Source: an optimization exercise on an open RTL-to-GDS flow (aim: small area and a short achievable clock period). Production flows keep margins and buffers that such runs may drop.
Only simulation tests tie the RTL to the original design; equivalence was not proved.

==> v18 <==
## pipe4stage
module pipe4stage (
  input  logic        clk1,
  input  logic        rst,
  input  logic [3:0]  rs1,
  input  logic [3:0]  rs2,
  input  logic [3:0]  rd,
  input  logic [3:0]  func,
  input  logic [7:0]  addr,
  input  logic        write,
  input  logic [7:0]  dbg_addr,
  output logic [15:0] zout,
  output logic [15:0] dbg_data
);
Settings: LEC_CHECK=0, CAP_MARGIN=40, CORE_MARGIN=2, CORE_UTILIZATION=50, CTS_CLUSTER_DIAMETER=80, CTS_CLUSTER_SIZE=24, SETUP_SLACK_MARGIN=2.85, SLEW_MARGIN=40, SYNTH_HIERARCHICAL=1, TNS_END_PERCENT=20; clock period 5.8 ns.
run.sh (not shown) runs the stock make flow with config.mk's settings and CLKGATE_MAP_FILE= SYNTH_SCRIPT=/design/flow/synth_recipe.tcl, a recipe that flattens the netlist after the stock synthesis.
==> inputs of v38, as changes to v18 <==
--- a/flow/design.v
+++ b/flow/design.v
@@ -22,60 +22,55 @@
   logic [3:0]    rd2_q;
   logic [7:0]    addr2_q;
   logic          v3_q;
   logic [15:0]   z3_q;
   logic [7:0]    addr3_q;
   logic [73-1:0] s1_d;
   logic [15:0]   alu_d;
-  logic [3:0][15:0] rdw;
+  logic [15:0]   rdw_a, rdw_b;
   p4_s1 u_s1 (.rf(rf_q), .rs1(rs1), .rs2(rs2), .func(func), .d(s1_d));
   p4_s2 u_s2 (.r(r1_q), .alu_d(alu_d));
-  p4_mrd u_mrd (.mem(mem_q), .addr(dbg_addr), .rdw(rdw));
+  p4_mrd u_mrd (.mem(mem_q), .addr(dbg_addr), .rdw_a(rdw_a), .rdw_b(rdw_b));
   always_ff @(posedge clk1) begin
     if (rst) begin
       for (int unsigned i = 0; i < 16; i++) rf_q[i] <= 16'(i);
       v1_q <= 1'b0;
       v2_q <= 1'b0;
       v3_q <= 1'b0;
+      z2_q <= '0;
     end else begin
       v1_q <= write;
       v2_q <= v1_q;
       v3_q <= v2_q;
+      if (v1_q) z2_q <= alu_d;
       if (v2_q) rf_q[rd2_q] <= z2_q;
     end
   end
-  logic        z2_en;
-  logic [15:0] z2_d;
-  assign z2_en = v1_q | rst;
-  assign z2_d  = alu_d & {16{~rst}};
-  always_ff @(posedge clk1) if (z2_en) z2_q <= z2_d;
   always_ff @(posedge clk1) begin
     r1_q    <= s1_d;
     rd1_q   <= rd;
     addr1_q <= addr;
     rd2_q   <= rd1_q;
     addr2_q <= addr1_q;
     z3_q    <= z2_q;
     addr3_q <= addr2_q;
   end
   logic        st_en;
-  logic [3:0][15:0] dbg_q;
+  logic [15:0] dbg_a_q, dbg_b_q;
   assign st_en = !rst && v3_q;
   always_ff @(posedge clk1) begin
     for (int w = 0; w < 256; w++)
       if (st_en && addr3_q == 8'(w)) mem_q[w] <= z3_q;
   end
-  always_ff @(posedge clk1) dbg_q <= rdw;
-  assign zout = z2_q;
-  logic [15:0] dbg_n01, dbg_n23;
-  for (genvar i = 0; i < 16; i++) begin : g_dbg_or
-    p4_nor2  u_n01 (.a(dbg_q[0][i]), .b(dbg_q[1][i]), .y(dbg_n01[i]));
-    p4_nor2  u_n23 (.a(dbg_q[2][i]), .b(dbg_q[3][i]), .y(dbg_n23[i]));
-    p4_nand2 u_or  (.a(dbg_n01[i]), .b(dbg_n23[i]), .y(dbg_data[i]));
+  always_ff @(posedge clk1) begin
+    dbg_a_q <= rdw_a;
+    dbg_b_q <= rdw_b;
   end
+  assign zout     = z2_q;
+  assign dbg_data = dbg_a_q | dbg_b_q;
 endmodule
 module p4_s1 (
   input  logic [15:0][15:0] rf,
   input  logic [3:0]        rs1,
   input  logic [3:0]        rs2,
   input  logic [3:0]        func,
   output logic [73-1:0]     d
@@ -432,99 +427,62 @@
   p4_maj3 u_s2n85 (.a(s2n52), .b(s2n53), .c(s2n27), .y(s2n85));
   p4_xor3 u_s2n86 (.a(s2n54), .b(s2n55), .c(s2n31), .y(s2n86));
   p4_maj3 u_s2n87 (.a(s2n54), .b(s2n55), .c(s2n31), .y(s2n87));
   p4_xor3 u_s2n88 (.a(s2n56), .b(s2n57), .c(s2n34), .y(s2n88));
   logic [15:0] x, y;
   assign x = {s2n87, s2n85, s2n83, s2n81, s2n79, s2n77, s2n75, s2n73, s2n71, s2n69, s2n67, s2n65, s2n63, s2n61, s2n59, s2n58};
   assign y = {s2n88, s2n86, s2n84, s2n82, s2n80, s2n78, s2n76, s2n74, s2n72, s2n70, s2n68, s2n66, s2n64, s2n62, s2n60, r[2]};
-  logic [15:0] p0;
-  logic [4:0][15:0] gl, pl;    
-  for (genvar i = 0; i < 16; i++) begin : g_pg
-    p4_xor2 u_p (.a(x[i]), .b(y[i]), .y(p0[i]));
-    assign gl[0][i] = x[i] & y[i];
-    assign pl[0][i] = p0[i];
-  end
-  for (genvar k = 1; k <= 4; k++) begin : g_lvl
-    localparam int D = 1 << (k - 1);
-    for (genvar i = 0; i < 16; i++) begin : g_bit
-      if (i >= D) begin : g_node
-        if (k % 2 == 1) begin : g_inv
-          p4_pfx_n u_n (.g(gl[k-1][i]), .p(pl[k-1][i]), .gi(gl[k-1][i-D]), .pi(pl[k-1][i-D]),
-                        .go(gl[k][i]), .po(pl[k][i]));
-        end else begin : g_true
-          p4_pfx_t u_n (.g(gl[k-1][i]), .p(pl[k-1][i]), .gi(gl[k-1][i-D]), .pi(pl[k-1][i-D]),
-                        .go(gl[k][i]), .po(pl[k][i]));
-        end
-      end else begin : g_pass
-        assign gl[k][i] = ~gl[k-1][i];
-        assign pl[k][i] = ~pl[k-1][i];
-      end
-    end
-  end
-  for (genvar i = 0; i < 16; i++) begin : g_sum
-    if (i == 0) begin : g_lsb
-      assign alu_d[i] = p0[i];
-    end else begin : g_rest
-      p4_xor2 u_s (.a(p0[i]), .b(gl[4][i-1]), .y(alu_d[i]));
+  always_comb begin
+    logic [15:0] g, p;
+    g = x & y;
+    p = x ^ y;
+    for (int k = 1; k < 16; k = k * 2) begin
+      g = g | (p & (g << k));
+      p = p & ((p << k) | 16'((1 << k) - 1));
     end
+    alu_d = (x ^ y) ^ {g[14:0], 1'b0};
   end
 endmodule
-module p4_pfx_n (input logic g, input logic p, input logic gi, input logic pi,
-                 output logic go, output logic po);
-  assign go = ~(g | (p & gi));
-  assign po = ~(p & pi);
-endmodule
-module p4_pfx_t (input logic g, input logic p, input logic gi, input logic pi,
-                 output logic go, output logic po);
-  assign go = ~(g & (p | gi));
-  assign po = ~(p | pi);
-endmodule
-module p4_nor2 (input logic a, input logic b, output logic y);
-  assign y = ~(a | b);
-endmodule
-module p4_nand2 (input logic a, input logic b, output logic y);
-  assign y = ~(a & b);
-endmodule
 module p4_xor3 (input logic a, input logic b, input logic c, output logic y);
   assign y = a ^ b ^ c;
 endmodule
 module p4_maj3 (input logic a, input logic b, input logic c, output logic y);
   assign y = (a & b) | (a & c) | (b & c);
 endmodule
 module p4_xor2 (input logic a, input logic b, output logic y);
   assign y = a ^ b;
 endmodule
 module p4_mrd (
   input  logic [255:0][15:0] mem,
   input  logic [7:0]         addr,
-  output logic [3:0][15:0]   rdw
+  output logic [15:0]        rdw_a,
+  output logic [15:0]        rdw_b
 );
   logic [15:0] lo, hi;
   always_comb begin
     for (int i = 0; i < 16; i++) begin
       lo[i] = (addr[3:0] == 4'(i));
       hi[i] = (addr[7:4] == 4'(i));
     end
   end
   logic [15:0][15:0] grp;
   for (genvar g = 0; g < 16; g++) begin : g_grp
     p4_sel16 u_grp (.d(mem[16*g +: 16]), .sel(lo), .y(grp[g]));
   end
-  for (genvar q = 0; q < 4; q++) begin : g_fin
-    p4_sel4 u_fin (.d(grp[4*q +: 4]), .sel(hi[4*q +: 4]), .y(rdw[q]));
-  end
+  p4_sel8 u_fin_a (.d(grp[7:0]), .sel(hi[7:0]), .y(rdw_a));
+  p4_sel8 u_fin_b (.d(grp[15:8]), .sel(hi[15:8]), .y(rdw_b));
 endmodule
-module p4_sel4 (
-  input  logic [3:0][15:0] d,
-  input  logic [3:0]       sel,
+module p4_sel8 (
+  input  logic [7:0][15:0] d,
+  input  logic [7:0]       sel,
   output logic [15:0]      y
 );
   always_comb begin
     y = '0;
-    for (int i = 0; i < 4; i++) y = y | (d[i] & {16{sel[i]}});
+    for (int i = 0; i < 8; i++) y = y | (d[i] & {16{sel[i]}});
   end
 endmodule
 module p4_sel16 (
   input  logic [15:0][15:0] d,
   input  logic [15:0]       sel,
   output logic [15:0]       y
 );
Settings changed: CORE_UTILIZATION 50 to 60, SETUP_SLACK_MARGIN 2.85 to 3.0, TNS_END_PERCENT 20 to default.
==> inputs of v33, as changes to v18 <==
--- a/flow/design.v
+++ b/flow/design.v
@@ -22,60 +22,55 @@
   logic [3:0]    rd2_q;
   logic [7:0]    addr2_q;
   logic          v3_q;
   logic [15:0]   z3_q;
   logic [7:0]    addr3_q;
   logic [73-1:0] s1_d;
   logic [15:0]   alu_d;
-  logic [3:0][15:0] rdw;
+  logic [15:0]   rdw_a, rdw_b;
   p4_s1 u_s1 (.rf(rf_q), .rs1(rs1), .rs2(rs2), .func(func), .d(s1_d));
   p4_s2 u_s2 (.r(r1_q), .alu_d(alu_d));
-  p4_mrd u_mrd (.mem(mem_q), .addr(dbg_addr), .rdw(rdw));
+  p4_mrd u_mrd (.mem(mem_q), .addr(dbg_addr), .rdw_a(rdw_a), .rdw_b(rdw_b));
   always_ff @(posedge clk1) begin
     if (rst) begin
       for (int unsigned i = 0; i < 16; i++) rf_q[i] <= 16'(i);
       v1_q <= 1'b0;
       v2_q <= 1'b0;
       v3_q <= 1'b0;
+      z2_q <= '0;
     end else begin
       v1_q <= write;
       v2_q <= v1_q;
       v3_q <= v2_q;
+      if (v1_q) z2_q <= alu_d;
       if (v2_q) rf_q[rd2_q] <= z2_q;
     end
   end
-  logic        z2_en;
-  logic [15:0] z2_d;
-  assign z2_en = v1_q | rst;
-  assign z2_d  = alu_d & {16{~rst}};
-  always_ff @(posedge clk1) if (z2_en) z2_q <= z2_d;
   always_ff @(posedge clk1) begin
     r1_q    <= s1_d;
     rd1_q   <= rd;
     addr1_q <= addr;
     rd2_q   <= rd1_q;
     addr2_q <= addr1_q;
     z3_q    <= z2_q;
     addr3_q <= addr2_q;
   end
   logic        st_en;
-  logic [3:0][15:0] dbg_q;
+  logic [15:0] dbg_a_q, dbg_b_q;
   assign st_en = !rst && v3_q;
   always_ff @(posedge clk1) begin
     for (int w = 0; w < 256; w++)
       if (st_en && addr3_q == 8'(w)) mem_q[w] <= z3_q;
   end
-  always_ff @(posedge clk1) dbg_q <= rdw;
-  assign zout = z2_q;
-  logic [15:0] dbg_n01, dbg_n23;
-  for (genvar i = 0; i < 16; i++) begin : g_dbg_or
-    p4_nor2  u_n01 (.a(dbg_q[0][i]), .b(dbg_q[1][i]), .y(dbg_n01[i]));
-    p4_nor2  u_n23 (.a(dbg_q[2][i]), .b(dbg_q[3][i]), .y(dbg_n23[i]));
-    p4_nand2 u_or  (.a(dbg_n01[i]), .b(dbg_n23[i]), .y(dbg_data[i]));
+  always_ff @(posedge clk1) begin
+    dbg_a_q <= rdw_a;
+    dbg_b_q <= rdw_b;
   end
+  assign zout     = z2_q;
+  assign dbg_data = dbg_a_q | dbg_b_q;
 endmodule
 module p4_s1 (
   input  logic [15:0][15:0] rf,
   input  logic [3:0]        rs1,
   input  logic [3:0]        rs2,
   input  logic [3:0]        func,
   output logic [73-1:0]     d
@@ -432,99 +427,62 @@
   p4_maj3 u_s2n85 (.a(s2n52), .b(s2n53), .c(s2n27), .y(s2n85));
   p4_xor3 u_s2n86 (.a(s2n54), .b(s2n55), .c(s2n31), .y(s2n86));
   p4_maj3 u_s2n87 (.a(s2n54), .b(s2n55), .c(s2n31), .y(s2n87));
   p4_xor3 u_s2n88 (.a(s2n56), .b(s2n57), .c(s2n34), .y(s2n88));
   logic [15:0] x, y;
   assign x = {s2n87, s2n85, s2n83, s2n81, s2n79, s2n77, s2n75, s2n73, s2n71, s2n69, s2n67, s2n65, s2n63, s2n61, s2n59, s2n58};
   assign y = {s2n88, s2n86, s2n84, s2n82, s2n80, s2n78, s2n76, s2n74, s2n72, s2n70, s2n68, s2n66, s2n64, s2n62, s2n60, r[2]};
-  logic [15:0] p0;
-  logic [4:0][15:0] gl, pl;    
-  for (genvar i = 0; i < 16; i++) begin : g_pg
-    p4_xor2 u_p (.a(x[i]), .b(y[i]), .y(p0[i]));
-    assign gl[0][i] = x[i] & y[i];
-    assign pl[0][i] = p0[i];
-  end
-  for (genvar k = 1; k <= 4; k++) begin : g_lvl
-    localparam int D = 1 << (k - 1);
-    for (genvar i = 0; i < 16; i++) begin : g_bit
-      if (i >= D) begin : g_node
-        if (k % 2 == 1) begin : g_inv
-          p4_pfx_n u_n (.g(gl[k-1][i]), .p(pl[k-1][i]), .gi(gl[k-1][i-D]), .pi(pl[k-1][i-D]),
-                        .go(gl[k][i]), .po(pl[k][i]));
-        end else begin : g_true
-          p4_pfx_t u_n (.g(gl[k-1][i]), .p(pl[k-1][i]), .gi(gl[k-1][i-D]), .pi(pl[k-1][i-D]),
-                        .go(gl[k][i]), .po(pl[k][i]));
-        end
-      end else begin : g_pass
-        assign gl[k][i] = ~gl[k-1][i];
-        assign pl[k][i] = ~pl[k-1][i];
-      end
-    end
-  end
-  for (genvar i = 0; i < 16; i++) begin : g_sum
-    if (i == 0) begin : g_lsb
-      assign alu_d[i] = p0[i];
-    end else begin : g_rest
-      p4_xor2 u_s (.a(p0[i]), .b(gl[4][i-1]), .y(alu_d[i]));
+  always_comb begin
+    logic [15:0] g, p;
+    g = x & y;
+    p = x ^ y;
+    for (int k = 1; k < 16; k = k * 2) begin
+      g = g | (p & (g << k));
+      p = p & ((p << k) | 16'((1 << k) - 1));
     end
+    alu_d = (x ^ y) ^ {g[14:0], 1'b0};
   end
 endmodule
-module p4_pfx_n (input logic g, input logic p, input logic gi, input logic pi,
-                 output logic go, output logic po);
-  assign go = ~(g | (p & gi));
-  assign po = ~(p & pi);
-endmodule
-module p4_pfx_t (input logic g, input logic p, input logic gi, input logic pi,
-                 output logic go, output logic po);
-  assign go = ~(g & (p | gi));
-  assign po = ~(p | pi);
-endmodule
-module p4_nor2 (input logic a, input logic b, output logic y);
-  assign y = ~(a | b);
-endmodule
-module p4_nand2 (input logic a, input logic b, output logic y);
-  assign y = ~(a & b);
-endmodule
 module p4_xor3 (input logic a, input logic b, input logic c, output logic y);
   assign y = a ^ b ^ c;
 endmodule
 module p4_maj3 (input logic a, input logic b, input logic c, output logic y);
   assign y = (a & b) | (a & c) | (b & c);
 endmodule
 module p4_xor2 (input logic a, input logic b, output logic y);
   assign y = a ^ b;
 endmodule
 module p4_mrd (
   input  logic [255:0][15:0] mem,
   input  logic [7:0]         addr,
-  output logic [3:0][15:0]   rdw
+  output logic [15:0]        rdw_a,
+  output logic [15:0]        rdw_b
 );
   logic [15:0] lo, hi;
   always_comb begin
     for (int i = 0; i < 16; i++) begin
       lo[i] = (addr[3:0] == 4'(i));
       hi[i] = (addr[7:4] == 4'(i));
     end
   end
   logic [15:0][15:0] grp;
   for (genvar g = 0; g < 16; g++) begin : g_grp
     p4_sel16 u_grp (.d(mem[16*g +: 16]), .sel(lo), .y(grp[g]));
   end
-  for (genvar q = 0; q < 4; q++) begin : g_fin
-    p4_sel4 u_fin (.d(grp[4*q +: 4]), .sel(hi[4*q +: 4]), .y(rdw[q]));
-  end
+  p4_sel8 u_fin_a (.d(grp[7:0]), .sel(hi[7:0]), .y(rdw_a));
+  p4_sel8 u_fin_b (.d(grp[15:8]), .sel(hi[15:8]), .y(rdw_b));
 endmodule
-module p4_sel4 (
-  input  logic [3:0][15:0] d,
-  input  logic [3:0]       sel,
+module p4_sel8 (
+  input  logic [7:0][15:0] d,
+  input  logic [7:0]       sel,
   output logic [15:0]      y
 );
   always_comb begin
     y = '0;
-    for (int i = 0; i < 4; i++) y = y | (d[i] & {16{sel[i]}});
+    for (int i = 0; i < 8; i++) y = y | (d[i] & {16{sel[i]}});
   end
 endmodule
 module p4_sel16 (
   input  logic [15:0][15:0] d,
   input  logic [15:0]       sel,
   output logic [15:0]       y
 );
Settings changed: SETUP_SLACK_MARGIN 2.85 to 3.0, TNS_END_PERCENT 20 to default.
==> run notes <==
In v38 the flip-flop and latch count is lower than in v18, by 32.
Against v33, the global-route usage of v18 is lower by 0.68 points.
In synthesized cell count, v38 and v33 do not differ.
Critical path depth: v33 is higher than v18 (9).
Maximum frequency: v38 < v33 < v18.
Between v33 and v38, the lower sequential share of layout area is in v38 (gap 0.66 points).

afterwards: timing with drivers on the ports:
No port has a modelled driver above. Below, the same layouts with a new extraction and two added sets of constraints. Step 1 (the two cells are an assumption about what drives the block):
set clk [get_ports {clk1}]
set_driving_cell -lib_cell sky130_fd_sc_hd__clkbuf_16 $clk
set_driving_cell -lib_cell sky130_fd_sc_hd__buf_2 [delete_from_list [all_inputs] $clk]
Step 2, shift: input delay + t, output delay - t, t = (earliest + latest rising clock arrival at the registers) / 2. This alone moves slack from input paths to output paths. Slacks: no drivers / after step 1 / after step 2; pairs: no drivers / after step 1.
| run | shift t [ns] | setup WS [ns] | worst slew at a driven data input, ns |
|---|---|---|---|
| v18 | 1.056 | 2.704 / 2.546 / 1.490 | 0.40 |
| v38 | 1.046 | 2.614 / 2.419 / 1.373 | 0.41 |
| v33 | 1.061 | 2.698 / 2.538 / 1.477 | 0.28 |
After both steps setup and hold are still met in every run listed. For v38, which loses most, drivers alone change the setup slack by -0.195 ns; drivers and shift together by -1.241 ns.
